From an optimization exercise on the open Yosys and OpenROAD flow, aimed at small area; shortcuts taken in it are not production practice. Only the layout flow was run in this run; the RTL was not checked for function there. No activity file was given, so power comes from the tool's default toggle rates.

`design/flow/config.mk`:
```
export PLATFORM = sky130hd
export DESIGN_NAME = fft_peak_detect
export DESIGN_NICKNAME = fft_peak_detect
export VERILOG_FILES = /design/flow/design.v
export SDC_FILE = /design/flow/constraint.sdc
export NUM_CORES = 4
export LEC_CHECK = 0
export CAP_MARGIN = 0
export CORE_MARGIN = 2
export CORE_UTILIZATION = 60
export SLEW_MARGIN = 0
export SYNTH_HIERARCHICAL = 1
```
`design/flow/constraint.sdc`:
```
create_clock -name core_clock -period 8.0 [get_ports {clk}]
set_input_delay 1.6000 -clock core_clock [delete_from_list [all_inputs] [get_ports {clk}]]
set_output_delay 1.6000 -clock core_clock [all_outputs]
set_load 0.01 [all_outputs]
```
`design/flow/design.v`:
```
module fft_peak_detect #(
    parameter int width   = 16,
    parameter int N_2     = 5,
    parameter int SKIP_DC = 1
) (
    input  logic                 clk,
    input  logic                 reset,
    input  logic                 in_valid,
    input  logic [2*width-1:0]   in_data,
    input  logic [2*width-1:0]   threshold,
    output logic                 busy,
    output logic                 result_valid,
    input  logic                 result_ack,
    output logic [N_2-1:0]       peak_idx,
    output logic [2*width-1:0]   peak_mag,
    output logic                 peak_found
);
    localparam int PW = 2 * width;
    logic [5:0]            r_pos;
    logic                  w_hold;
    logic [width-1:0]      w_re;
    logic [width-1:0]      w_im;
    logic [PW-1:0]         w_mag;
    logic [PW-1:0]         r_mag;       
    logic                  r_vld;       
    logic [3:0]            w_idx;       
    logic                  w_first;
    logic [PW:0]           w_gt;        
    logic                  w_upd;
    logic [PW-1:0]         r_max_mag;
    logic [3:0]            r_max_idx;
    logic [PW:0]           w_fnd;       
    logic                  r_found;
    assign w_hold = r_pos[5] & r_pos[1];
    always_ff @(posedge clk) begin
        if (!reset) begin
            r_pos <= '0;
        end else if (!r_pos[5]) begin
            r_pos <= r_pos + {5'd0, in_valid};
        end else if (!r_pos[1]) begin
            r_pos <= r_pos + 6'd1;
        end else if (result_ack) begin
            r_pos <= '0;
        end
    end
    assign busy         = (r_pos != '0) & !w_hold;
    assign result_valid = w_hold;
    assign w_re = in_data[PW-1:width];
    assign w_im = in_data[width-1:0];
    logic p1, p2, p3, p4, p5, p6, p7, p8, p9, p10, p11, p12;
    logic p13, p14, p15, p16, p17, p18, p19, p20, p21, p22, p23, p24;
    logic p25, p26, p27, p28, p29, p30, p31, p32, p33, p34, p35, p36;
    logic p37, p38, p39, p40, p41, p42, p43, p44, p45, p46, p47, p48;
    logic p49, p50, p51, p52, p53, p54, p55, p56, p57, p58, p59, p60;
    logic p61, p62, p63, p64, p65, p66, p67, p68, p69, p70, p71, p72;
    logic p73, p74, p75, p76, p77, p78, p79, p80, p81, p82, p83, p84;
    logic p85, p86, p87, p88, p89, p90, p91, p92, p93, p94, p95, p96;
    logic p97, p98, p99, p100, p101, p102, p103, p104, p105, p106, p107, p108;
    logic p109, p110, p111, p112, p113, p114, p115, p116, p117, p118, p119, p120;
    logic p121, p122, p123, p124, p125, p126, p127, p128, p129, p130, p131, p132;
    logic p133, p134, p135, p136, p137, p138, p139, p140, p141, p142, p143, p144;
    logic p145, p146, p147, p148, p149, p150, p151, p152, p153, p154, p155, p156;
    logic p157, p158, p159, p160, p161, p162, p163, p164, p165, p166, p167, p168;
    logic p169, p170, p171, p172, p173, p174, p175, p176, p177, p178, p179, p180;
    logic p181, p182, p183, p184, p185, p186, p187, p188, p189, p190, p191, p192;
    logic p193, p194, p195, p196, p197, p198, p199, p200, p201, p202, p203, p204;
    logic p205, p206, p207, p208, p209, p210, p211, p212, p213, p214, p215, p216;
    logic p217, p218, p219, p220, p221, p222, p223, p224, p225, p226, p227, p228;
    logic p229, p230, p231, p232, p233, p234, p235, p236, p237, p238, p239, p240;
    logic p241, p242, p243, p244, p245, p246, p247, p248, p249, p250, p251, p252;
    logic p253, p254, p255, p256, p257, p258, p259, p260, p261, p262, p263, p264;
    logic p265, p266, p267, p268, p269, p270, p271, p272, s273, c274, s275, c276;
    logic s277, c278, s279, c280, s281, c282, s283, c284, s285, c286, s287, c288;
    logic s289, c290, s291, c292, s293, c294, s295, c296, s297, c298, s299, c300;
    logic s301, c302, s303, c304, s305, c306, s307, c308, s309, c310, s311, c312;
    logic s313, c314, s315, c316, s317, c318, s319, c320, s321, c322, s323, c324;
    logic s325, c326, s327, c328, s329, c330, s331, c332, s333, c334, s335, c336;
    logic s337, c338, s339, c340, s341, c342, s343, c344, s345, c346, s347, c348;
    logic s349, c350, s351, c352, s353, c354, s355, c356, s357, c358, s359, c360;
    logic s361, c362, s363, c364, s365, c366, s367, c368, s369, c370, s371, c372;
    logic s373, c374, s375, c376, s377, c378, s379, c380, s381, c382, s383, c384;
    logic s385, c386, s387, c388, s389, c390, s391, c392, s393, c394, s395, c396;
    logic s397, c398, s399, c400, s401, c402, s403, c404, s405, c406, s407, c408;
    logic s409, c410, s411, c412, s413, c414, s415, c416, s417, c418, s419, c420;
    logic s421, c422, s423, c424, s425, c426, s427, c428, s429, c430, s431, c432;
    logic s433, c434, s435, c436, s437, c438, s439, c440, s441, c442, s443, c444;
    logic s445, c446, s447, c448, s449, c450, s451, c452, s453, c454, s455, c456;
    logic s457, c458, s459, c460, s461, c462, s463, c464, s465, c466, s467, c468;
    logic s469, c470, s471, c472, s473, c474, s475, c476, s477, c478, s479, c480;
    logic s481, c482, s483, c484, s485, c486, s487, c488, s489, c490, s491, c492;
    logic s493, c494, s495, c496, s497, c498, s499, c500, s501, c502, s503, c504;
    logic s505, c506, s507, c508, s509, c510, s511, c512, s513, c514, s515, c516;
    logic s517, c518, s519, c520, s521, c522, s523, c524, s525, c526, s527, c528;
    logic s529, c530, s531, c532, s533, c534, s535, c536, s537, c538, s539, c540;
    logic s541, c542, s543, c544, s545, c546, s547, c548, s549, c550, s551, c552;
    logic s553, c554, s555, c556, s557, c558, s559, c560, s561, c562, s563, c564;
    logic s565, c566, s567, c568, s569, c570, s571, c572, s573, c574, s575, c576;
    logic s577, c578, s579, c580, s581, c582, s583, c584, s585, c586, s587, c588;
    logic s589, c590, s591, c592, s593, c594, s595, c596, s597, c598, s599, c600;
    logic s601, c602, s603, c604, s605, c606, s607, c608, s609, c610, s611, c612;
    logic s613, c614, s615, c616, s617, c618, s619, c620, s621, c622, s623, c624;
    logic s625, c626, s627, c628, s629, c630, s631, c632, s633, c634, s635, c636;
    logic s637, c638, s639, c640, s641, c642, s643, c644, s645, c646, s647, c648;
    logic s649, c650, s651, c652, s653, c654, s655, c656, s657, c658, s659, c660;
    logic s661, c662, s663, c664, s665, c666, s667, c668, s669, c670, s671, c672;
    logic s673, c674, s675, c676, s677, c678, s679, c680, s681, c682, s683, c684;
    logic s685, c686, s687, c688, s689, c690, s691, c692, s693, c694, s695, c696;
    logic s697, c698, s699, c700, s701, c702, s703, c704, s705, c706, s707, c708;
    logic s709, c710, s711, c712, s713, c714, s715, c716, s717, c718, s719, c720;
    logic s721, c722, s723, c724, s725, c726, s727, c728, s729, c730, s731, c732;
    logic s733, c734, s735, c736, s737, c738, g739, g740, g741, g742, g743, g744;
    logic g745, g746, g747, g748, g749, g750, g751, g752, g753, g754, g755, g756;
    logic g757, g758, g759, g760, g761, g762, t763, t764, t765, t766, t767, t768;
    logic t769, t770, t771, t772, t773, t774, t775, t776, t777, t778, t779, t780;
    logic t781, t782, t783, t784, t785, t786, g787, g788, q789, g790, q791, g792;
    logic q793, g794, q795, g796, q797, g798, q799, g800, q801, g802, q803, g804;
    logic q805, g806, q807, g808, q809, g810, q811, g812, q813, g814, q815, g816;
    logic q817, g818, q819, g820, q821, g822, q823, g824, q825, g826, q827, g828;
    logic q829, g830, q831, g832, q833, g834, q835, g836, q837, g838, q839, g840;
    logic q841, g842, q843, g844, q845, g846, q847, g848, q849, g850, q851, g852;
    logic q853, g854, q855, g856, q857, g858, q859, g860, q861, g862, q863, g864;
    logic q865, g866, q867, g868, q869, m870, m871, m872, m873, m874, m875, m876;
    logic m877, m878, m879, m880, m881, m882, m883, m884, m885, m886, m887, m888;
    logic m889, m890, m891, m892, m893;
    assign p1 = ~(w_re[0] & w_re[1]);
    assign p2 = ~(w_re[0] & w_re[2]);
    assign p3 = ~(w_re[0] & w_re[3]);
    assign p4 = ~(w_re[0] & w_re[4]);
    assign p5 = ~(w_re[0] & w_re[5]);
    assign p6 = ~(w_re[0] & w_re[6]);
    assign p7 = ~(w_re[0] & w_re[7]);
    assign p8 = ~(w_re[0] & w_re[8]);
    assign p9 = ~(w_re[0] & w_re[9]);
    assign p10 = ~(w_re[0] & w_re[10]);
    assign p11 = ~(w_re[0] & w_re[11]);
    assign p12 = ~(w_re[0] & w_re[12]);
    assign p13 = ~(w_re[0] & w_re[13]);
    assign p14 = ~(w_re[0] & w_re[14]);
    assign p15 = ~(w_re[1] & w_re[2]);
    assign p16 = ~(w_re[1] & w_re[3]);
    assign p17 = ~(w_re[1] & w_re[4]);
    assign p18 = ~(w_re[1] & w_re[5]);
    assign p19 = ~(w_re[1] & w_re[6]);
    assign p20 = ~(w_re[1] & w_re[7]);
    assign p21 = ~(w_re[1] & w_re[8]);
    assign p22 = ~(w_re[1] & w_re[9]);
    assign p23 = ~(w_re[1] & w_re[10]);
    assign p24 = ~(w_re[1] & w_re[11]);
    assign p25 = ~(w_re[1] & w_re[12]);
    assign p26 = ~(w_re[1] & w_re[13]);
    assign p27 = ~(w_re[1] & w_re[14]);
    assign p28 = ~(w_re[2] & w_re[3]);
    assign p29 = ~(w_re[2] & w_re[4]);
    assign p30 = ~(w_re[2] & w_re[5]);
    assign p31 = ~(w_re[2] & w_re[6]);
    assign p32 = ~(w_re[2] & w_re[7]);
    assign p33 = ~(w_re[2] & w_re[8]);
    assign p34 = ~(w_re[2] & w_re[9]);
    assign p35 = ~(w_re[2] & w_re[10]);
    assign p36 = ~(w_re[2] & w_re[11]);
    assign p37 = ~(w_re[2] & w_re[12]);
    assign p38 = ~(w_re[2] & w_re[13]);
    assign p39 = ~(w_re[2] & w_re[14]);
    assign p40 = ~(w_re[3] & w_re[4]);
    assign p41 = ~(w_re[3] & w_re[5]);
    assign p42 = ~(w_re[3] & w_re[6]);
    assign p43 = ~(w_re[3] & w_re[7]);
    assign p44 = ~(w_re[3] & w_re[8]);
    assign p45 = ~(w_re[3] & w_re[9]);
    assign p46 = ~(w_re[3] & w_re[10]);
    assign p47 = ~(w_re[3] & w_re[11]);
    assign p48 = ~(w_re[3] & w_re[12]);
    assign p49 = ~(w_re[3] & w_re[13]);
    assign p50 = ~(w_re[3] & w_re[14]);
    assign p51 = ~(w_re[4] & w_re[5]);
    assign p52 = ~(w_re[4] & w_re[6]);
    assign p53 = ~(w_re[4] & w_re[7]);
    assign p54 = ~(w_re[4] & w_re[8]);
    assign p55 = ~(w_re[4] & w_re[9]);
    assign p56 = ~(w_re[4] & w_re[10]);
    assign p57 = ~(w_re[4] & w_re[11]);
    assign p58 = ~(w_re[4] & w_re[12]);
    assign p59 = ~(w_re[4] & w_re[13]);
    assign p60 = ~(w_re[4] & w_re[14]);
    assign p61 = ~(w_re[5] & w_re[6]);
    assign p62 = ~(w_re[5] & w_re[7]);
    assign p63 = ~(w_re[5] & w_re[8]);
    assign p64 = ~(w_re[5] & w_re[9]);
    assign p65 = ~(w_re[5] & w_re[10]);
    assign p66 = ~(w_re[5] & w_re[11]);
    assign p67 = ~(w_re[5] & w_re[12]);
    assign p68 = ~(w_re[5] & w_re[13]);
    assign p69 = ~(w_re[5] & w_re[14]);
    assign p70 = ~(w_re[6] & w_re[7]);
    assign p71 = ~(w_re[6] & w_re[8]);
    assign p72 = ~(w_re[6] & w_re[9]);
    assign p73 = ~(w_re[6] & w_re[10]);
    assign p74 = ~(w_re[6] & w_re[11]);
    assign p75 = ~(w_re[6] & w_re[12]);
    assign p76 = ~(w_re[6] & w_re[13]);
    assign p77 = ~(w_re[6] & w_re[14]);
    assign p78 = ~(w_re[7] & w_re[8]);
    assign p79 = ~(w_re[7] & w_re[9]);
    assign p80 = ~(w_re[7] & w_re[10]);
    assign p81 = ~(w_re[7] & w_re[11]);
    assign p82 = ~(w_re[7] & w_re[12]);
    assign p83 = ~(w_re[7] & w_re[13]);
    assign p84 = ~(w_re[7] & w_re[14]);
    assign p85 = ~(w_re[8] & w_re[9]);
    assign p86 = ~(w_re[8] & w_re[10]);
    assign p87 = ~(w_re[8] & w_re[11]);
    assign p88 = ~(w_re[8] & w_re[12]);
    assign p89 = ~(w_re[8] & w_re[13]);
    assign p90 = ~(w_re[8] & w_re[14]);
    assign p91 = ~(w_re[9] & w_re[10]);
    assign p92 = ~(w_re[9] & w_re[11]);
    assign p93 = ~(w_re[9] & w_re[12]);
    assign p94 = ~(w_re[9] & w_re[13]);
    assign p95 = ~(w_re[9] & w_re[14]);
    assign p96 = ~(w_re[10] & w_re[11]);
    assign p97 = ~(w_re[10] & w_re[12]);
    assign p98 = ~(w_re[10] & w_re[13]);
    assign p99 = ~(w_re[10] & w_re[14]);
    assign p100 = ~(w_re[11] & w_re[12]);
    assign p101 = ~(w_re[11] & w_re[13]);
    assign p102 = ~(w_re[11] & w_re[14]);
    assign p103 = ~(w_re[12] & w_re[13]);
    assign p104 = ~(w_re[12] & w_re[14]);
    assign p105 = ~(w_re[13] & w_re[14]);
    assign p106 = ~w_re[0];
    assign p107 = ~w_re[1];
    assign p108 = ~w_re[2];
    assign p109 = ~w_re[3];
    assign p110 = ~w_re[4];
    assign p111 = ~w_re[5];
    assign p112 = ~w_re[6];
    assign p113 = ~w_re[7];
    assign p114 = ~w_re[8];
    assign p115 = ~w_re[9];
    assign p116 = ~w_re[10];
    assign p117 = ~w_re[11];
    assign p118 = ~w_re[12];
    assign p119 = ~w_re[13];
    assign p120 = ~w_re[14];
    assign p121 = (w_re[15] & w_re[0]);
    assign p122 = (w_re[15] & w_re[1]);
    assign p123 = (w_re[15] & w_re[2]);
    assign p124 = (w_re[15] & w_re[3]);
    assign p125 = (w_re[15] & w_re[4]);
    assign p126 = (w_re[15] & w_re[5]);
    assign p127 = (w_re[15] & w_re[6]);
    assign p128 = (w_re[15] & w_re[7]);
    assign p129 = (w_re[15] & w_re[8]);
    assign p130 = (w_re[15] & w_re[9]);
    assign p131 = (w_re[15] & w_re[10]);
    assign p132 = (w_re[15] & w_re[11]);
    assign p133 = (w_re[15] & w_re[12]);
    assign p134 = (w_re[15] & w_re[13]);
    assign p135 = (w_re[15] & w_re[14]);
    assign p136 = ~w_re[15];
    assign p137 = ~(w_im[0] & w_im[1]);
    assign p138 = ~(w_im[0] & w_im[2]);
    assign p139 = ~(w_im[0] & w_im[3]);
    assign p140 = ~(w_im[0] & w_im[4]);
    assign p141 = ~(w_im[0] & w_im[5]);
    assign p142 = ~(w_im[0] & w_im[6]);
    assign p143 = ~(w_im[0] & w_im[7]);
    assign p144 = ~(w_im[0] & w_im[8]);
    assign p145 = ~(w_im[0] & w_im[9]);
    assign p146 = ~(w_im[0] & w_im[10]);
    assign p147 = ~(w_im[0] & w_im[11]);
    assign p148 = ~(w_im[0] & w_im[12]);
    assign p149 = ~(w_im[0] & w_im[13]);
    assign p150 = ~(w_im[0] & w_im[14]);
    assign p151 = ~(w_im[1] & w_im[2]);
    assign p152 = ~(w_im[1] & w_im[3]);
    assign p153 = ~(w_im[1] & w_im[4]);
    assign p154 = ~(w_im[1] & w_im[5]);
    assign p155 = ~(w_im[1] & w_im[6]);
    assign p156 = ~(w_im[1] & w_im[7]);
    assign p157 = ~(w_im[1] & w_im[8]);
    assign p158 = ~(w_im[1] & w_im[9]);
    assign p159 = ~(w_im[1] & w_im[10]);
    assign p160 = ~(w_im[1] & w_im[11]);
    assign p161 = ~(w_im[1] & w_im[12]);
    assign p162 = ~(w_im[1] & w_im[13]);
    assign p163 = ~(w_im[1] & w_im[14]);
    assign p164 = ~(w_im[2] & w_im[3]);
    assign p165 = ~(w_im[2] & w_im[4]);
    assign p166 = ~(w_im[2] & w_im[5]);
    assign p167 = ~(w_im[2] & w_im[6]);
    assign p168 = ~(w_im[2] & w_im[7]);
    assign p169 = ~(w_im[2] & w_im[8]);
    assign p170 = ~(w_im[2] & w_im[9]);
    assign p171 = ~(w_im[2] & w_im[10]);
    assign p172 = ~(w_im[2] & w_im[11]);
    assign p173 = ~(w_im[2] & w_im[12]);
    assign p174 = ~(w_im[2] & w_im[13]);
    assign p175 = ~(w_im[2] & w_im[14]);
    assign p176 = ~(w_im[3] & w_im[4]);
    assign p177 = ~(w_im[3] & w_im[5]);
    assign p178 = ~(w_im[3] & w_im[6]);
    assign p179 = ~(w_im[3] & w_im[7]);
    assign p180 = ~(w_im[3] & w_im[8]);
    assign p181 = ~(w_im[3] & w_im[9]);
    assign p182 = ~(w_im[3] & w_im[10]);
    assign p183 = ~(w_im[3] & w_im[11]);
    assign p184 = ~(w_im[3] & w_im[12]);
    assign p185 = ~(w_im[3] & w_im[13]);
    assign p186 = ~(w_im[3] & w_im[14]);
    assign p187 = ~(w_im[4] & w_im[5]);
    assign p188 = ~(w_im[4] & w_im[6]);
    assign p189 = ~(w_im[4] & w_im[7]);
    assign p190 = ~(w_im[4] & w_im[8]);
    assign p191 = ~(w_im[4] & w_im[9]);
    assign p192 = ~(w_im[4] & w_im[10]);
    assign p193 = ~(w_im[4] & w_im[11]);
    assign p194 = ~(w_im[4] & w_im[12]);
    assign p195 = ~(w_im[4] & w_im[13]);
    assign p196 = ~(w_im[4] & w_im[14]);
    assign p197 = ~(w_im[5] & w_im[6]);
    assign p198 = ~(w_im[5] & w_im[7]);
    assign p199 = ~(w_im[5] & w_im[8]);
    assign p200 = ~(w_im[5] & w_im[9]);
    assign p201 = ~(w_im[5] & w_im[10]);
    assign p202 = ~(w_im[5] & w_im[11]);
    assign p203 = ~(w_im[5] & w_im[12]);
    assign p204 = ~(w_im[5] & w_im[13]);
    assign p205 = ~(w_im[5] & w_im[14]);
    assign p206 = ~(w_im[6] & w_im[7]);
    assign p207 = ~(w_im[6] & w_im[8]);
    assign p208 = ~(w_im[6] & w_im[9]);
    assign p209 = ~(w_im[6] & w_im[10]);
    assign p210 = ~(w_im[6] & w_im[11]);
    assign p211 = ~(w_im[6] & w_im[12]);
    assign p212 = ~(w_im[6] & w_im[13]);
    assign p213 = ~(w_im[6] & w_im[14]);
    assign p214 = ~(w_im[7] & w_im[8]);
    assign p215 = ~(w_im[7] & w_im[9]);
    assign p216 = ~(w_im[7] & w_im[10]);
    assign p217 = ~(w_im[7] & w_im[11]);
    assign p218 = ~(w_im[7] & w_im[12]);
    assign p219 = ~(w_im[7] & w_im[13]);
    assign p220 = ~(w_im[7] & w_im[14]);
    assign p221 = ~(w_im[8] & w_im[9]);
    assign p222 = ~(w_im[8] & w_im[10]);
    assign p223 = ~(w_im[8] & w_im[11]);
    assign p224 = ~(w_im[8] & w_im[12]);
    assign p225 = ~(w_im[8] & w_im[13]);
    assign p226 = ~(w_im[8] & w_im[14]);
    assign p227 = ~(w_im[9] & w_im[10]);
    assign p228 = ~(w_im[9] & w_im[11]);
    assign p229 = ~(w_im[9] & w_im[12]);
    assign p230 = ~(w_im[9] & w_im[13]);
    assign p231 = ~(w_im[9] & w_im[14]);
    assign p232 = ~(w_im[10] & w_im[11]);
    assign p233 = ~(w_im[10] & w_im[12]);
    assign p234 = ~(w_im[10] & w_im[13]);
    assign p235 = ~(w_im[10] & w_im[14]);
    assign p236 = ~(w_im[11] & w_im[12]);
    assign p237 = ~(w_im[11] & w_im[13]);
    assign p238 = ~(w_im[11] & w_im[14]);
    assign p239 = ~(w_im[12] & w_im[13]);
    assign p240 = ~(w_im[12] & w_im[14]);
    assign p241 = ~(w_im[13] & w_im[14]);
    assign p242 = ~w_im[0];
    assign p243 = ~w_im[1];
    assign p244 = ~w_im[2];
    assign p245 = ~w_im[3];
    assign p246 = ~w_im[4];
    assign p247 = ~w_im[5];
    assign p248 = ~w_im[6];
    assign p249 = ~w_im[7];
    assign p250 = ~w_im[8];
    assign p251 = ~w_im[9];
    assign p252 = ~w_im[10];
    assign p253 = ~w_im[11];
    assign p254 = ~w_im[12];
    assign p255 = ~w_im[13];
    assign p256 = ~w_im[14];
    assign p257 = (w_im[15] & w_im[0]);
    assign p258 = (w_im[15] & w_im[1]);
    assign p259 = (w_im[15] & w_im[2]);
    assign p260 = (w_im[15] & w_im[3]);
    assign p261 = (w_im[15] & w_im[4]);
    assign p262 = (w_im[15] & w_im[5]);
    assign p263 = (w_im[15] & w_im[6]);
    assign p264 = (w_im[15] & w_im[7]);
    assign p265 = (w_im[15] & w_im[8]);
    assign p266 = (w_im[15] & w_im[9]);
    assign p267 = (w_im[15] & w_im[10]);
    assign p268 = (w_im[15] & w_im[11]);
    assign p269 = (w_im[15] & w_im[12]);
    assign p270 = (w_im[15] & w_im[13]);
    assign p271 = (w_im[15] & w_im[14]);
    assign p272 = ~w_im[15];
    assign s273 = ~(p11 ^ p23);
    assign c274 = p11 | p23;
    fpd_fa u_s275 (.a(p13), .b(p25), .c(p36), .s(s275), .co(c276));
    assign s277 = ~(p46 ^ p55);
    assign c278 = p46 | p55;
    fpd_fa u_s279 (.a(p14), .b(p26), .c(p37), .s(s279), .co(c280));
    assign s281 = ~(p47 ^ p56);
    assign c282 = p47 | p56;
    fpd_fa u_s283 (.a(p27), .b(p38), .c(p48), .s(s283), .co(c284));
    fpd_fa u_s285 (.a(p57), .b(p65), .c(p72), .s(s285), .co(c286));
    fpd_fa u_s287 (.a(p78), .b(p114), .c(p121), .s(s287), .co(c288));
    assign s289 = ~(p163 ^ p174);
    assign c290 = p163 | p174;
    fpd_fa u_s291 (.a(p39), .b(p49), .c(p58), .s(s291), .co(c292));
    fpd_fa u_s293 (.a(p66), .b(p73), .c(p79), .s(s293), .co(c294));
    fpd_fa u_s295 (.a(p122), .b(p175), .c(p185), .s(s295), .co(c296));
    fpd_fa u_s297 (.a(p50), .b(p59), .c(p67), .s(s297), .co(c298));
    fpd_fa u_s299 (.a(p74), .b(p80), .c(p85), .s(s299), .co(c300));
    fpd_fa u_s301 (.a(p115), .b(p123), .c(p186), .s(s301), .co(c302));
    fpd_fa u_s303 (.a(p60), .b(p68), .c(p75), .s(s303), .co(c304));
    fpd_fa u_s305 (.a(p69), .b(p76), .c(p82), .s(s305), .co(c306));
    assign s307 = ~(p7 ^ p19);
    assign c308 = p7 | p19;
    fpd_fa u_s309 (.a(p9), .b(p21), .c(p32), .s(s309), .co(c310));
    assign s311 = ~(p42 ^ p51);
    assign c312 = p42 | p51;
    fpd_fa u_s313 (.a(p10), .b(p22), .c(p33), .s(s313), .co(c314));
    assign s315 = ~(p43 ^ p52);
    assign c316 = p43 | p52;
    fpd_fa u_s317 (.a(s273), .b(p34), .c(p44), .s(s317), .co(c318));
    fpd_fa u_s319 (.a(p53), .b(p61), .c(p112), .s(s319), .co(c320));
    fpd_fa u_s321 (.a(p147), .b(p159), .c(p170), .s(s321), .co(c322));
    fpd_fa u_s323 (.a(c274), .b(p12), .c(p24), .s(s323), .co(c324));
    fpd_fa u_s325 (.a(p35), .b(p45), .c(p54), .s(s325), .co(c326));
    fpd_fa u_s327 (.a(p62), .b(p148), .c(p160), .s(s327), .co(c328));
    assign s329 = ~(p171 ^ p181);
    assign c330 = p171 | p181;
    fpd_fa u_s331 (.a(s275), .b(s277), .c(p63), .s(s331), .co(c332));
    fpd_fa u_s333 (.a(p70), .b(p113), .c(p149), .s(s333), .co(c334));
    fpd_fa u_s335 (.a(p161), .b(p172), .c(p182), .s(s335), .co(c336));
    fpd_fa u_s337 (.a(p191), .b(p199), .c(p206), .s(s337), .co(c338));
    fpd_fa u_s339 (.a(c276), .b(c278), .c(s279), .s(s339), .co(c340));
    fpd_fa u_s341 (.a(s281), .b(p64), .c(p71), .s(s341), .co(c342));
    fpd_fa u_s343 (.a(p150), .b(p162), .c(p173), .s(s343), .co(c344));
    fpd_fa u_s345 (.a(p183), .b(p192), .c(p200), .s(s345), .co(c346));
    fpd_fa u_s347 (.a(c280), .b(c282), .c(s283), .s(s347), .co(c348));
    fpd_fa u_s349 (.a(s285), .b(s287), .c(s289), .s(s349), .co(c350));
    fpd_fa u_s351 (.a(p184), .b(p193), .c(p201), .s(s351), .co(c352));
    fpd_fa u_s353 (.a(p208), .b(p214), .c(p250), .s(s353), .co(c354));
    fpd_fa u_s355 (.a(c284), .b(c286), .c(c288), .s(s355), .co(c356));
    fpd_fa u_s357 (.a(c290), .b(s291), .c(s293), .s(s357), .co(c358));
    fpd_fa u_s359 (.a(s295), .b(p194), .c(p202), .s(s359), .co(c360));
    fpd_fa u_s361 (.a(p209), .b(p215), .c(p258), .s(s361), .co(c362));
    fpd_fa u_s363 (.a(c292), .b(c294), .c(c296), .s(s363), .co(c364));
    fpd_fa u_s365 (.a(s297), .b(s299), .c(s301), .s(s365), .co(c366));
    fpd_fa u_s367 (.a(p195), .b(p203), .c(p210), .s(s367), .co(c368));
    fpd_fa u_s369 (.a(p216), .b(p221), .c(p251), .s(s369), .co(c370));
    fpd_fa u_s371 (.a(c298), .b(c300), .c(c302), .s(s371), .co(c372));
    fpd_fa u_s373 (.a(s303), .b(p81), .c(p86), .s(s373), .co(c374));
    fpd_fa u_s375 (.a(p124), .b(p196), .c(p204), .s(s375), .co(c376));
    fpd_fa u_s377 (.a(p211), .b(p217), .c(p222), .s(s377), .co(c378));
    fpd_fa u_s379 (.a(c304), .b(s305), .c(p87), .s(s379), .co(c380));
    fpd_fa u_s381 (.a(p91), .b(p116), .c(p125), .s(s381), .co(c382));
    fpd_fa u_s383 (.a(p205), .b(p212), .c(p218), .s(s383), .co(c384));
    fpd_fa u_s385 (.a(p223), .b(p227), .c(p252), .s(s385), .co(c386));
    fpd_fa u_s387 (.a(c306), .b(p77), .c(p83), .s(s387), .co(c388));
    fpd_fa u_s389 (.a(p88), .b(p92), .c(p126), .s(s389), .co(c390));
    fpd_fa u_s391 (.a(p213), .b(p219), .c(p224), .s(s391), .co(c392));
    fpd_fa u_s393 (.a(p84), .b(p89), .c(p93), .s(s393), .co(c394));
    fpd_fa u_s395 (.a(p96), .b(p117), .c(p127), .s(s395), .co(c396));
    fpd_fa u_s397 (.a(p220), .b(p225), .c(p229), .s(s397), .co(c398));
    fpd_fa u_s399 (.a(p90), .b(p94), .c(p97), .s(s399), .co(c400));
    fpd_fa u_s401 (.a(p95), .b(p98), .c(p100), .s(s401), .co(c402));
    fpd_fa u_s403 (.a(p5), .b(p17), .c(p28), .s(s403), .co(c404));
    assign s405 = ~(p6 ^ p18);
    assign c406 = p6 | p18;
    fpd_fa u_s407 (.a(s307), .b(p30), .c(p40), .s(s407), .co(c408));
    fpd_fa u_s409 (.a(p110), .b(p143), .c(p155), .s(s409), .co(c410));
    fpd_fa u_s411 (.a(c308), .b(p8), .c(p20), .s(s411), .co(c412));
    fpd_fa u_s413 (.a(p31), .b(p41), .c(p144), .s(s413), .co(c414));
    assign s415 = ~(p156 ^ p167);
    assign c416 = p156 | p167;
    fpd_fa u_s417 (.a(s309), .b(s311), .c(p111), .s(s417), .co(c418));
    fpd_fa u_s419 (.a(p145), .b(p157), .c(p168), .s(s419), .co(c420));
    fpd_fa u_s421 (.a(p178), .b(p187), .c(p247), .s(s421), .co(c422));
    fpd_fa u_s423 (.a(c310), .b(c312), .c(s313), .s(s423), .co(c424));
    fpd_fa u_s425 (.a(s315), .b(p146), .c(p158), .s(s425), .co(c426));
    fpd_fa u_s427 (.a(p169), .b(p179), .c(p188), .s(s427), .co(c428));
    fpd_fa u_s429 (.a(c314), .b(c316), .c(s317), .s(s429), .co(c430));
    fpd_fa u_s431 (.a(s319), .b(s321), .c(p180), .s(s431), .co(c432));
    fpd_fa u_s433 (.a(p189), .b(p197), .c(p248), .s(s433), .co(c434));
    fpd_fa u_s435 (.a(c318), .b(c320), .c(c322), .s(s435), .co(c436));
    fpd_fa u_s437 (.a(s323), .b(s325), .c(s327), .s(s437), .co(c438));
    fpd_fa u_s439 (.a(s329), .b(p190), .c(p198), .s(s439), .co(c440));
    fpd_fa u_s441 (.a(c324), .b(c326), .c(c328), .s(s441), .co(c442));
    fpd_fa u_s443 (.a(c330), .b(s331), .c(s333), .s(s443), .co(c444));
    fpd_fa u_s445 (.a(s335), .b(s337), .c(p249), .s(s445), .co(c446));
    fpd_fa u_s447 (.a(c332), .b(c334), .c(c336), .s(s447), .co(c448));
    fpd_fa u_s449 (.a(c338), .b(s339), .c(s341), .s(s449), .co(c450));
    fpd_fa u_s451 (.a(s343), .b(s345), .c(p207), .s(s451), .co(c452));
    fpd_fa u_s453 (.a(c340), .b(c342), .c(c344), .s(s453), .co(c454));
    fpd_fa u_s455 (.a(c346), .b(s347), .c(s349), .s(s455), .co(c456));
    fpd_fa u_s457 (.a(s351), .b(s353), .c(p257), .s(s457), .co(c458));
    fpd_fa u_s459 (.a(c348), .b(c350), .c(c352), .s(s459), .co(c460));
    fpd_fa u_s461 (.a(c354), .b(s355), .c(s357), .s(s461), .co(c462));
    fpd_ha u_s463 (.a(s359), .b(s361), .s(s463), .co(c464));
    fpd_fa u_s465 (.a(c356), .b(c358), .c(c360), .s(s465), .co(c466));
    fpd_fa u_s467 (.a(c362), .b(s363), .c(s365), .s(s467), .co(c468));
    fpd_fa u_s469 (.a(s367), .b(s369), .c(p259), .s(s469), .co(c470));
    fpd_fa u_s471 (.a(c364), .b(c366), .c(c368), .s(s471), .co(c472));
    fpd_fa u_s473 (.a(c370), .b(s371), .c(s373), .s(s473), .co(c474));
    fpd_fa u_s475 (.a(s375), .b(s377), .c(p260), .s(s475), .co(c476));
    fpd_fa u_s477 (.a(c372), .b(c374), .c(c376), .s(s477), .co(c478));
    fpd_fa u_s479 (.a(c378), .b(s379), .c(s381), .s(s479), .co(c480));
    fpd_fa u_s481 (.a(s383), .b(s385), .c(p261), .s(s481), .co(c482));
    fpd_fa u_s483 (.a(c380), .b(c382), .c(c384), .s(s483), .co(c484));
    fpd_fa u_s485 (.a(c386), .b(s387), .c(s389), .s(s485), .co(c486));
    fpd_fa u_s487 (.a(s391), .b(p228), .c(p262), .s(s487), .co(c488));
    fpd_fa u_s489 (.a(c388), .b(c390), .c(c392), .s(s489), .co(c490));
    fpd_fa u_s491 (.a(s393), .b(s395), .c(s397), .s(s491), .co(c492));
    fpd_fa u_s493 (.a(p232), .b(p253), .c(p263), .s(s493), .co(c494));
    fpd_fa u_s495 (.a(c394), .b(c396), .c(c398), .s(s495), .co(c496));
    fpd_fa u_s497 (.a(s399), .b(p128), .c(p226), .s(s497), .co(c498));
    fpd_fa u_s499 (.a(p230), .b(p233), .c(p264), .s(s499), .co(c500));
    fpd_fa u_s501 (.a(c400), .b(s401), .c(p118), .s(s501), .co(c502));
    fpd_fa u_s503 (.a(p129), .b(p231), .c(p234), .s(s503), .co(c504));
    fpd_fa u_s505 (.a(p236), .b(p254), .c(p265), .s(s505), .co(c506));
    fpd_fa u_s507 (.a(c402), .b(p99), .c(p101), .s(s507), .co(c508));
    fpd_fa u_s509 (.a(p130), .b(p235), .c(p237), .s(s509), .co(c510));
    fpd_fa u_s511 (.a(p102), .b(p103), .c(p119), .s(s511), .co(c512));
    fpd_fa u_s513 (.a(p131), .b(p238), .c(p239), .s(s513), .co(c514));
    fpd_fa u_s515 (.a(p3), .b(p15), .c(p108), .s(s515), .co(c516));
    assign s517 = ~(p4 ^ p16);
    assign c518 = p4 | p16;
    fpd_fa u_s519 (.a(s403), .b(p109), .c(p141), .s(s519), .co(c520));
    assign s521 = ~(p153 ^ p164);
    assign c522 = p153 | p164;
    fpd_fa u_s523 (.a(c404), .b(s405), .c(p29), .s(s523), .co(c524));
    fpd_fa u_s525 (.a(p142), .b(p154), .c(p165), .s(s525), .co(c526));
    fpd_fa u_s527 (.a(c406), .b(s407), .c(s409), .s(s527), .co(c528));
    fpd_fa u_s529 (.a(p166), .b(p176), .c(p246), .s(s529), .co(c530));
    fpd_fa u_s531 (.a(c408), .b(c410), .c(s411), .s(s531), .co(c532));
    fpd_fa u_s533 (.a(s413), .b(s415), .c(p177), .s(s533), .co(c534));
    fpd_fa u_s535 (.a(c412), .b(c414), .c(c416), .s(s535), .co(c536));
    fpd_fa u_s537 (.a(s417), .b(s419), .c(s421), .s(s537), .co(c538));
    fpd_fa u_s539 (.a(c418), .b(c420), .c(c422), .s(s539), .co(c540));
    fpd_fa u_s541 (.a(s423), .b(s425), .c(s427), .s(s541), .co(c542));
    fpd_fa u_s543 (.a(c424), .b(c426), .c(c428), .s(s543), .co(c544));
    fpd_fa u_s545 (.a(s429), .b(s431), .c(s433), .s(s545), .co(c546));
    fpd_fa u_s547 (.a(c430), .b(c432), .c(c434), .s(s547), .co(c548));
    fpd_fa u_s549 (.a(s435), .b(s437), .c(s439), .s(s549), .co(c550));
    fpd_fa u_s551 (.a(c436), .b(c438), .c(c440), .s(s551), .co(c552));
    fpd_fa u_s553 (.a(s441), .b(s443), .c(s445), .s(s553), .co(c554));
    fpd_fa u_s555 (.a(c442), .b(c444), .c(c446), .s(s555), .co(c556));
    fpd_fa u_s557 (.a(s447), .b(s449), .c(s451), .s(s557), .co(c558));
    fpd_fa u_s559 (.a(c448), .b(c450), .c(c452), .s(s559), .co(c560));
    fpd_fa u_s561 (.a(s453), .b(s455), .c(s457), .s(s561), .co(c562));
    fpd_fa u_s563 (.a(c454), .b(c456), .c(c458), .s(s563), .co(c564));
    fpd_fa u_s565 (.a(s459), .b(s461), .c(s463), .s(s565), .co(c566));
    fpd_fa u_s567 (.a(c460), .b(c462), .c(c464), .s(s567), .co(c568));
    fpd_fa u_s569 (.a(s465), .b(s467), .c(s469), .s(s569), .co(c570));
    fpd_fa u_s571 (.a(c466), .b(c468), .c(c470), .s(s571), .co(c572));
    fpd_fa u_s573 (.a(s471), .b(s473), .c(s475), .s(s573), .co(c574));
    fpd_fa u_s575 (.a(c472), .b(c474), .c(c476), .s(s575), .co(c576));
    fpd_fa u_s577 (.a(s477), .b(s479), .c(s481), .s(s577), .co(c578));
    fpd_fa u_s579 (.a(c478), .b(c480), .c(c482), .s(s579), .co(c580));
    fpd_fa u_s581 (.a(s483), .b(s485), .c(s487), .s(s581), .co(c582));
    fpd_fa u_s583 (.a(c484), .b(c486), .c(c488), .s(s583), .co(c584));
    fpd_fa u_s585 (.a(s489), .b(s491), .c(s493), .s(s585), .co(c586));
    fpd_fa u_s587 (.a(c490), .b(c492), .c(c494), .s(s587), .co(c588));
    fpd_fa u_s589 (.a(s495), .b(s497), .c(s499), .s(s589), .co(c590));
    fpd_fa u_s591 (.a(c496), .b(c498), .c(c500), .s(s591), .co(c592));
    fpd_fa u_s593 (.a(s501), .b(s503), .c(s505), .s(s593), .co(c594));
    fpd_fa u_s595 (.a(c502), .b(c504), .c(c506), .s(s595), .co(c596));
    fpd_fa u_s597 (.a(s507), .b(s509), .c(p266), .s(s597), .co(c598));
    fpd_fa u_s599 (.a(c508), .b(c510), .c(s511), .s(s599), .co(c600));
    fpd_fa u_s601 (.a(s513), .b(p255), .c(p267), .s(s601), .co(c602));
    fpd_fa u_s603 (.a(c512), .b(c514), .c(p104), .s(s603), .co(c604));
    fpd_fa u_s605 (.a(p132), .b(p240), .c(p268), .s(s605), .co(c606));
    fpd_fa u_s607 (.a(p105), .b(p120), .c(p133), .s(s607), .co(c608));
    fpd_fa u_s609 (.a(p241), .b(p256), .c(p269), .s(s609), .co(c610));
    assign s611 = ~(p1 ^ p107);
    assign c612 = p1 | p107;
    assign s613 = ~(s515 ^ p139);
    assign c614 = s515 | p139;
    fpd_fa u_s615 (.a(c516), .b(s517), .c(p140), .s(s615), .co(c616));
    fpd_fa u_s617 (.a(c518), .b(s519), .c(s521), .s(s617), .co(c618));
    fpd_fa u_s619 (.a(c520), .b(c522), .c(s523), .s(s619), .co(c620));
    fpd_fa u_s621 (.a(c524), .b(c526), .c(s527), .s(s621), .co(c622));
    fpd_fa u_s623 (.a(c528), .b(c530), .c(s531), .s(s623), .co(c624));
    fpd_fa u_s625 (.a(c532), .b(c534), .c(s535), .s(s625), .co(c626));
    fpd_fa u_s627 (.a(c536), .b(c538), .c(s539), .s(s627), .co(c628));
    fpd_fa u_s629 (.a(c540), .b(c542), .c(s543), .s(s629), .co(c630));
    fpd_fa u_s631 (.a(c544), .b(c546), .c(s547), .s(s631), .co(c632));
    fpd_fa u_s633 (.a(c548), .b(c550), .c(s551), .s(s633), .co(c634));
    fpd_fa u_s635 (.a(c552), .b(c554), .c(s555), .s(s635), .co(c636));
    fpd_fa u_s637 (.a(c556), .b(c558), .c(s559), .s(s637), .co(c638));
    fpd_fa u_s639 (.a(c560), .b(c562), .c(s563), .s(s639), .co(c640));
    fpd_fa u_s641 (.a(c564), .b(c566), .c(s567), .s(s641), .co(c642));
    fpd_fa u_s643 (.a(c568), .b(c570), .c(s571), .s(s643), .co(c644));
    fpd_fa u_s645 (.a(c572), .b(c574), .c(s575), .s(s645), .co(c646));
    fpd_fa u_s647 (.a(c576), .b(c578), .c(s579), .s(s647), .co(c648));
    fpd_fa u_s649 (.a(c580), .b(c582), .c(s583), .s(s649), .co(c650));
    fpd_fa u_s651 (.a(c584), .b(c586), .c(s587), .s(s651), .co(c652));
    fpd_fa u_s653 (.a(c588), .b(c590), .c(s591), .s(s653), .co(c654));
    fpd_fa u_s655 (.a(c592), .b(c594), .c(s595), .s(s655), .co(c656));
    fpd_fa u_s657 (.a(c596), .b(c598), .c(s599), .s(s657), .co(c658));
    fpd_fa u_s659 (.a(c600), .b(c602), .c(s603), .s(s659), .co(c660));
    fpd_fa u_s661 (.a(c604), .b(c606), .c(s607), .s(s661), .co(c662));
    fpd_fa u_s663 (.a(c608), .b(c610), .c(p134), .s(s663), .co(c664));
    fpd_fa u_s665 (.a(p135), .b(p136), .c(p271), .s(s665), .co(c666));
    assign s667 = ~(s611 ^ p137);
    assign c668 = s611 | p137;
    fpd_fa u_s669 (.a(c612), .b(p2), .c(p138), .s(s669), .co(c670));
    fpd_fa u_s671 (.a(s613), .b(p151), .c(p244), .s(s671), .co(c672));
    fpd_fa u_s673 (.a(c614), .b(s615), .c(p152), .s(s673), .co(c674));
    fpd_fa u_s675 (.a(c616), .b(s617), .c(p245), .s(s675), .co(c676));
    fpd_fa u_s677 (.a(c618), .b(s619), .c(s525), .s(s677), .co(c678));
    fpd_fa u_s679 (.a(c620), .b(s621), .c(s529), .s(s679), .co(c680));
    fpd_fa u_s681 (.a(c622), .b(s623), .c(s533), .s(s681), .co(c682));
    fpd_fa u_s683 (.a(c624), .b(s625), .c(s537), .s(s683), .co(c684));
    fpd_fa u_s685 (.a(c626), .b(s627), .c(s541), .s(s685), .co(c686));
    fpd_fa u_s687 (.a(c628), .b(s629), .c(s545), .s(s687), .co(c688));
    fpd_fa u_s689 (.a(c630), .b(s631), .c(s549), .s(s689), .co(c690));
    fpd_fa u_s691 (.a(c632), .b(s633), .c(s553), .s(s691), .co(c692));
    fpd_fa u_s693 (.a(c634), .b(s635), .c(s557), .s(s693), .co(c694));
    fpd_fa u_s695 (.a(c636), .b(s637), .c(s561), .s(s695), .co(c696));
    fpd_fa u_s697 (.a(c638), .b(s639), .c(s565), .s(s697), .co(c698));
    fpd_fa u_s699 (.a(c640), .b(s641), .c(s569), .s(s699), .co(c700));
    fpd_fa u_s701 (.a(c642), .b(s643), .c(s573), .s(s701), .co(c702));
    fpd_fa u_s703 (.a(c644), .b(s645), .c(s577), .s(s703), .co(c704));
    fpd_fa u_s705 (.a(c646), .b(s647), .c(s581), .s(s705), .co(c706));
    fpd_fa u_s707 (.a(c648), .b(s649), .c(s585), .s(s707), .co(c708));
    fpd_fa u_s709 (.a(c650), .b(s651), .c(s589), .s(s709), .co(c710));
    fpd_fa u_s711 (.a(c652), .b(s653), .c(s593), .s(s711), .co(c712));
    fpd_fa u_s713 (.a(c654), .b(s655), .c(s597), .s(s713), .co(c714));
    fpd_fa u_s715 (.a(c656), .b(s657), .c(s601), .s(s715), .co(c716));
    fpd_fa u_s717 (.a(c658), .b(s659), .c(s605), .s(s717), .co(c718));
    fpd_fa u_s719 (.a(c660), .b(s661), .c(s609), .s(s719), .co(c720));
    fpd_fa u_s721 (.a(c662), .b(s663), .c(p270), .s(s721), .co(c722));
    fpd_fa u_s723 (.a(c664), .b(s665), .c(p272), .s(s723), .co(c724));
    assign s725 = ~(p106 ^ p242);
    assign c726 = p106 | p242;
    assign s727 = ~(s667 ^ p243);
    assign c728 = s667 | p243;
    fpd_fa u_s729 (.a(c668), .b(s669), .c(c728), .s(s729), .co(c730));
    fpd_fa u_s731 (.a(c670), .b(s671), .c(c730), .s(s731), .co(c732));
    fpd_fa u_s733 (.a(c672), .b(s673), .c(c732), .s(s733), .co(c734));
    fpd_fa u_s735 (.a(c674), .b(s675), .c(c734), .s(s735), .co(c736));
    fpd_fa u_s737 (.a(c676), .b(s677), .c(c736), .s(s737), .co(c738));
    assign g739 = c678 & s679;
    assign g740 = c680 & s681;
    assign g741 = c682 & s683;
    assign g742 = c684 & s685;
    assign g743 = c686 & s687;
    assign g744 = c688 & s689;
    assign g745 = c690 & s691;
    assign g746 = c692 & s693;
    assign g747 = c694 & s695;
    assign g748 = c696 & s697;
    assign g749 = c698 & s699;
    assign g750 = c700 & s701;
    assign g751 = c702 & s703;
    assign g752 = c704 & s705;
    assign g753 = c706 & s707;
    assign g754 = c708 & s709;
    assign g755 = c710 & s711;
    assign g756 = c712 & s713;
    assign g757 = c714 & s715;
    assign g758 = c716 & s717;
    assign g759 = c718 & s719;
    assign g760 = c720 & s721;
    assign g761 = c722 & s723;
    assign g762 = c724 & c666;
    assign t763 = c678 ^ s679;
    assign t764 = c680 ^ s681;
    assign t765 = c682 ^ s683;
    assign t766 = c684 ^ s685;
    assign t767 = c686 ^ s687;
    assign t768 = c688 ^ s689;
    assign t769 = c690 ^ s691;
    assign t770 = c692 ^ s693;
    assign t771 = c694 ^ s695;
    assign t772 = c696 ^ s697;
    assign t773 = c698 ^ s699;
    assign t774 = c700 ^ s701;
    assign t775 = c702 ^ s703;
    assign t776 = c704 ^ s705;
    assign t777 = c706 ^ s707;
    assign t778 = c708 ^ s709;
    assign t779 = c710 ^ s711;
    assign t780 = c712 ^ s713;
    assign t781 = c714 ^ s715;
    assign t782 = c716 ^ s717;
    assign t783 = c718 ^ s719;
    assign t784 = c720 ^ s721;
    assign t785 = c722 ^ s723;
    assign t786 = c724 ^ c666;
    assign g787 = g739 | (t763 & c738);
    assign g788 = g740 | (t764 & g787);
    assign q789 = t764 & t763;
    assign g790 = g742 | (t766 & g741);
    assign q791 = t766 & t765;
    assign g792 = g744 | (t768 & g743);
    assign q793 = t768 & t767;
    assign g794 = g746 | (t770 & g745);
    assign q795 = t770 & t769;
    assign g796 = g748 | (t772 & g747);
    assign q797 = t772 & t771;
    assign g798 = g750 | (t774 & g749);
    assign q799 = t774 & t773;
    assign g800 = g752 | (t776 & g751);
    assign q801 = t776 & t775;
    assign g802 = g754 | (t778 & g753);
    assign q803 = t778 & t777;
    assign g804 = g756 | (t780 & g755);
    assign q805 = t780 & t779;
    assign g806 = g758 | (t782 & g757);
    assign q807 = t782 & t781;
    assign g808 = g760 | (t784 & g759);
    assign q809 = t784 & t783;
    assign g810 = g762 | (t786 & g761);
    assign q811 = t786 & t785;
    assign g812 = g790 | (q791 & g788);
    assign q813 = q791 & q789;
    assign g814 = g794 | (q795 & g792);
    assign q815 = q795 & q793;
    assign g816 = g798 | (q799 & g796);
    assign q817 = q799 & q797;
    assign g818 = g802 | (q803 & g800);
    assign q819 = q803 & q801;
    assign g820 = g806 | (q807 & g804);
    assign q821 = q807 & q805;
    assign g822 = g810 | (q811 & g808);
    assign q823 = q811 & q809;
    assign g824 = g814 | (q815 & g812);
    assign q825 = q815 & q813;
    assign g826 = g818 | (q819 & g816);
    assign q827 = q819 & q817;
    assign g828 = g822 | (q823 & g820);
    assign q829 = q823 & q821;
    assign g830 = g826 | (q827 & g824);
    assign q831 = q827 & q825;
    assign g832 = g828 | (q829 & g830);
    assign q833 = q829 & q831;
    assign g834 = g816 | (q817 & g824);
    assign q835 = q817 & q825;
    assign g836 = g820 | (q821 & g830);
    assign q837 = q821 & q831;
    assign g838 = g792 | (q793 & g812);
    assign q839 = q793 & q813;
    assign g840 = g796 | (q797 & g824);
    assign q841 = q797 & q825;
    assign g842 = g800 | (q801 & g834);
    assign q843 = q801 & q835;
    assign g844 = g804 | (q805 & g830);
    assign q845 = q805 & q831;
    assign g846 = g808 | (q809 & g836);
    assign q847 = q809 & q837;
    assign g848 = g741 | (t765 & g788);
    assign q849 = t765 & q789;
    assign g850 = g743 | (t767 & g812);
    assign q851 = t767 & q813;
    assign g852 = g745 | (t769 & g838);
    assign q853 = t769 & q839;
    assign g854 = g747 | (t771 & g824);
    assign q855 = t771 & q825;
    assign g856 = g749 | (t773 & g840);
    assign q857 = t773 & q841;
    assign g858 = g751 | (t775 & g834);
    assign q859 = t775 & q835;
    assign g860 = g753 | (t777 & g842);
    assign q861 = t777 & q843;
    assign g862 = g755 | (t779 & g830);
    assign q863 = t779 & q831;
    assign g864 = g757 | (t781 & g844);
    assign q865 = t781 & q845;
    assign g866 = g759 | (t783 & g836);
    assign q867 = t783 & q837;
    assign g868 = g761 | (t785 & g846);
    assign q869 = t785 & q847;
    assign m870 = t763 ^ c738;
    assign m871 = t764 ^ g787;
    assign m872 = t765 ^ g788;
    assign m873 = t766 ^ g848;
    assign m874 = t767 ^ g812;
    assign m875 = t768 ^ g850;
    assign m876 = t769 ^ g838;
    assign m877 = t770 ^ g852;
    assign m878 = t771 ^ g824;
    assign m879 = t772 ^ g854;
    assign m880 = t773 ^ g840;
    assign m881 = t774 ^ g856;
    assign m882 = t775 ^ g834;
    assign m883 = t776 ^ g858;
    assign m884 = t777 ^ g842;
    assign m885 = t778 ^ g860;
    assign m886 = t779 ^ g830;
    assign m887 = t780 ^ g862;
    assign m888 = t781 ^ g844;
    assign m889 = t782 ^ g864;
    assign m890 = t783 ^ g836;
    assign m891 = t784 ^ g866;
    assign m892 = t785 ^ g846;
    assign m893 = t786 ^ g868;
    assign w_mag = ~{m893, m892, m891, m890, m889, m888, m887, m886, m885, m884, m883, m882, m881, m880, m879, m878, m877, m876, m875, m874, m873, m872, m871, m870, s737, s735, s733, s731, s729, s727, c726, s725};
    always_ff @(posedge clk) begin
        r_mag <= w_mag;
        r_vld <= reset && in_valid && (r_pos[5:4] == 2'd0) && (r_pos[3:0] != 4'd0);
    end
    assign w_idx   = r_pos[3:0] - 4'd1;
    assign w_first = (r_pos[3:0] == 4'd2);
    assign w_gt[0]  = 1'b0;
    assign w_fnd[0] = 1'b0;
    for (genvar i = 0; i < PW; i++) begin : g_cmp
        assign w_gt[i+1]  = (r_mag[i] & ~r_max_mag[i]) | ((r_mag[i] | ~r_max_mag[i]) & w_gt[i]);
        assign w_fnd[i+1] = (r_max_mag[i] & ~threshold[i]) |
                            ((r_max_mag[i] | ~threshold[i]) & w_fnd[i]);
    end
    assign w_upd = r_vld && (w_first || w_gt[PW]);
    always_ff @(posedge clk) begin
        if (w_upd) begin
            r_max_mag <= r_mag;
            r_max_idx <= w_idx;
        end
        r_found <= w_fnd[PW];
    end
    assign peak_mag   = r_max_mag;
    assign peak_idx   = {1'b0, r_max_idx};
    assign peak_found = r_found;
endmodule
module fpd_fa (
    input  logic a,
    input  logic b,
    input  logic c,
    output logic s,
    output logic co
);
    assign s  = a ^ b ^ c;
    assign co = (a & b) | (a & c) | (b & c);
endmodule
module fpd_ha (
    input  logic a,
    input  logic b,
    output logic s,
    output logic co
);
    assign s  = a ^ b;
    assign co = a & b;
endmodule
```
`design/flow/flow/run.sh`:
```
#!/bin/bash
set -e
export BUFFER_PORTS_ARGS="-buffer_cell sky130_fd_sc_hd__buf_1"
export CTS_ARGS="-sink_clustering_enable -repair_clock_nets -dont_use_dummy_load -buf_list sky130_fd_sc_hd__clkbuf_4 -sink_clustering_size 25"
bash standard.sh > standard.log 2>&1
```
`design/flow/standard.sh`:
```
#!/bin/bash
# synth_recipe.tcl (not shown) runs the flow's synth.tcl, then flattens the netlist and writes it again
# the make line also repeats each setting of config.mk as NAME=value (left out here)
make -C /OpenROAD-flow-scripts/flow DESIGN_CONFIG=/design/flow/config.mk WORK_HOME=/design/flow/orfs CLKGATE_MAP_FILE= SYNTH_SCRIPT=/design/flow/synth_recipe.tcl "${@:-finish}"
```
==> run notes <==
power by group through the flow:
stage                     Sequential [uW]  Combinational [uW]  Clock [uW]
after floorplan                       686                2580           0
after global placement                695                3220           0
after detailed placement              698                3310           0
after CTS                             688                3320         168
after global routing                  702                3830         181
final                                 689                3260         159
per-stage QoR:
step	area (um2)	hold WS, ns
after global placement	10900	0.414
after detailed placement	10900	0.424
after floorplan	10100	0.401
after global routing	11000	0.462
final	11000	0.445
after CTS	11000	0.450
cell usage in the layout, fill, tap and decap left out, types with 20 or more instances in the layout:
| master | netlist | final |
|---|---|---|
| and2_1 | 20 | 20 |
| buf_1 | 2 | 106 |
| buf_4 | 1 | 43 |
| dfxtp_1 | 40 | 40 |
| edfxtp_1 | 36 | 36 |
| fa_1 | 228 | 228 |
| ha_1 | 42 | 42 |
| inv_1 | 131 | 131 |
| maj3_1 | 21 | 21 |
| nand2_1 | 197 | 197 |
| nor2_1 | 51 | 51 |
state kept, by name (all words and copies together) (netlist names):
| name | count |
|---|---|
| r_pos | 6 |
| r_found | 1 |
| r_vld | 1 |
| r_max_mag | 32 |
| r_mag | 32 |
| r_max_idx | 4 |
how the worst max path moves through the flow:
stage / startpoint / end / slack, ns
global placement: in_data[18] / r_mag[30]$_DFF_P_ / 0.08
detailed placement: in_data[17] / r_mag[30]$_DFF_P_ / -0.03
CTS: in_data[17] / r_mag[30]$_DFF_P_ / 0.44
floorplan: in_data[16] / r_mag[30]$_DFF_P_ / 0.42
global route: in_data[17] / r_mag[30]$_DFF_P_ / 0.02
finish: in_data[17] / r_mag[30]$_DFF_P_ / 0.43
modules after synthesis, one instance, submodules excluded:
module / flops+latches / times used / cells / cell area [um2]
fft_peak_detect: 76 / 1 / 754 / 5740
fpd_fa: 0 / 215 / 1 / 20.0
fpd_ha: 0 / 1 / 1 / 12.5
cells by family (layout without fill, tap and decap cells):
group | Yosys count | count (layout) | synth area share [%]
buffers and inverters | 167 | 290 | 6.27
flip-flops | 76 | 76 | 18.7
adder cells (fa/ha/maj) | 293 | 293 | 52.9
AO/OA/AOI/OAI | 102 | 102 | 7.33
XOR/XNOR | 14 | 14 | 1.22
other | 1 | 1 | 0.0373
AND/OR/NAND/NOR | 317 | 317 | 13.5
routing by layer:
layer  vias up  global-route usage, %  routed length [um]
met4         0                   7.39                 570
met1      3497                   41.6               10900
met5         -                      0                   0
li1       3309                      -                   -
met3        35                   3.77                1550
met2       288                   42.3               10100
final cells by class:
class / instances / share of cell area [%]
tap: 220 / 2.50
sequential: 76 / 17.1
inverter: 132 / 4.50
multi-input combinational: 727 / 68.7
clock buffer: 9 / 0.614
timing repair buffer: 149 / 6.55
worst max-delay path, delay by kind of cell:
kind | cells | cell delay, ns
AO/OA/AOI/OAI | 8 | 1.58
buffers and inverters | 5 | 0.57
AND/OR/NAND/NOR | 2 | 0.16
adder cells (fa/ha/maj) | 10 | 3.94
==> out/metrics.yaml <==
die-area_um2: 17800
power.share.sequential_pct: 16.8
synth_edf_count: 36
power.total_uw: 4110
grt_pass1_wl_um: 37700
clock-sinks: 76
tightest_slew_ns: 0.994
regArea_um2: 1880
fillers: 1372
worstPathRequired_ns: 8.29
area_delta_synth_final_pct: 9.41
cp_max_fo: 6
postRouteAntennaNets: 0
synthTopCellsByCount: "228 x fa_1, 197 x nand2_1, 131 x inv_1"
ys_seq_area_share_pct: 18.7
final.setup.tns_ns: 0
ys_ff_latch: 76
finalCriticalPeriod_ns: 7.57
grt_pass1_vias: 7334
r2r-start: "r_max_mag[29]$_DFFE_PP_"
ff2ff_path_depth: 9
cts_made_buffers: 9
layout_worst_path_cycle_share_pct: 94.6
drc: 0
row_count: 47
initial_core_util_pct: 61.1
clock_latency_ns: 0.40
multi_input_area_um2: 7560
viasPerCell: 5.43
cts_tree: "done"
cts_root_buffer: "clkbuf_4"
synthFlopType: "dfxtp_1"
hold_path_depth: 0
cp.arrival_ns: 7.85
status: "timing/DRC/antenna clean"
hold_path.class: "reg -> reg"
path_clk_slew_ns: 0.11
final_max_slew_viol_count: 0
synth_area_leaders: "fa_1 45%, edfxtp_1 11%, dfxtp_1 8.0%"
cts_setup_buffers: 0
clock_path_buffers: 2
p_switching_uw: 1850
avgSynthCellArea_um2: 10.4
p_comb_share_pct: 79.4
gp_congestion: 0.907
power.internal_uw: 2260
cp_slowest_stage_delay_ns: 0.51
worst_slack_ns: 0.432
rsz0062_at_grt: "no"
boundaryPins: 108
dpl.hpwl_um: 20100
min-delay-start: "r_mag[9]$_DFF_P_"
synthArstFlopShare_pct: 0
reg2reg_slack_ns: 4.50
power_density_nw_per_um2: 373
path_class: "in -> reg"
antenna_found_initial: 0
hold_violations: 0
syn_area_um2: 10100
cts_resized: 0
stdcell_count: 1313
yosysWarnings: 7
place_inst: 1304
num-nets-final: 1433
fmax_mhz: 132
die_h_um: 133
skew_ns: 0.0343
worst_path_max_delay_cell: "fa_1"
preCtsSetupSlack_ns: -0.0314
wl_per_cell_um: 17.6
ctsHoldBuffers: 0
syn_inst: 970
vias: 7129
clockPowerShare_pct: 3.9
grt.total_usage_pct: 27.4
syn_nets: 1308
diodes: 0
cp-end-kind: "register"
final_core_util_pct: 66.8
swShare_pct: 45.0
layout-drive-gt1-share_pct: 5.58
synth.most_common_cell: "fa_1"
ir_drop_mv: 0.275
htreeDepth: 3
netlist.area_leader.share_pct: 45.4
cp_common_cell: "fa_1"
drt_iter0_drc: 433
yosysUniqueCellTypes: 56
die_w_um: 133
max_cap_viol_count: 0
setup_viol: 0
overflow: 0
max-slew-margin-rel_pct: 32.0
core_um2: 16500
drt_first_pass_iters: 5
yosysTopAreaCell: "fa_1"
port_buffers: 106
wl_um: 23100
grt_max_degree: 21
start_kind: "input port"
reg2reg_to: "r_max_mag[6]$_DFFE_PP_"
hold_end: "r_max_mag[9]$_DFFE_PP_"
p_leak_uw: 0.00441

==> static timing again, ports no longer ideal <==
The results above use ideal ports. As a check the final layout listed here was re-extracted and re-timed, cells and wires unchanged. Step 1, drivers: a clkbuf_16 drives clk and a buf_2 each remaining input, both assumed. Step 2 adds t to the input delays and takes it off the output delays; t is the mean of the earliest and latest rising clock arrival at the registers after step 1. Input paths then give back, and output paths get back, about the clock's delay inside the block. a / b / c = no drivers / after step 1 / after step 2; a / b = the first two.
t, ns: 0.417
setup WS [ns]: 0.432 / 0.441 / 0.024
clock arrival spread, ns: 0.034 / 0.034
slew at the worst register clock pin (ns): 0.12 / 0.12
After both steps this run still meets setup and hold. For this run, drivers alone change the setup slack by +0.009 ns; drivers and shift together by -0.408 ns.
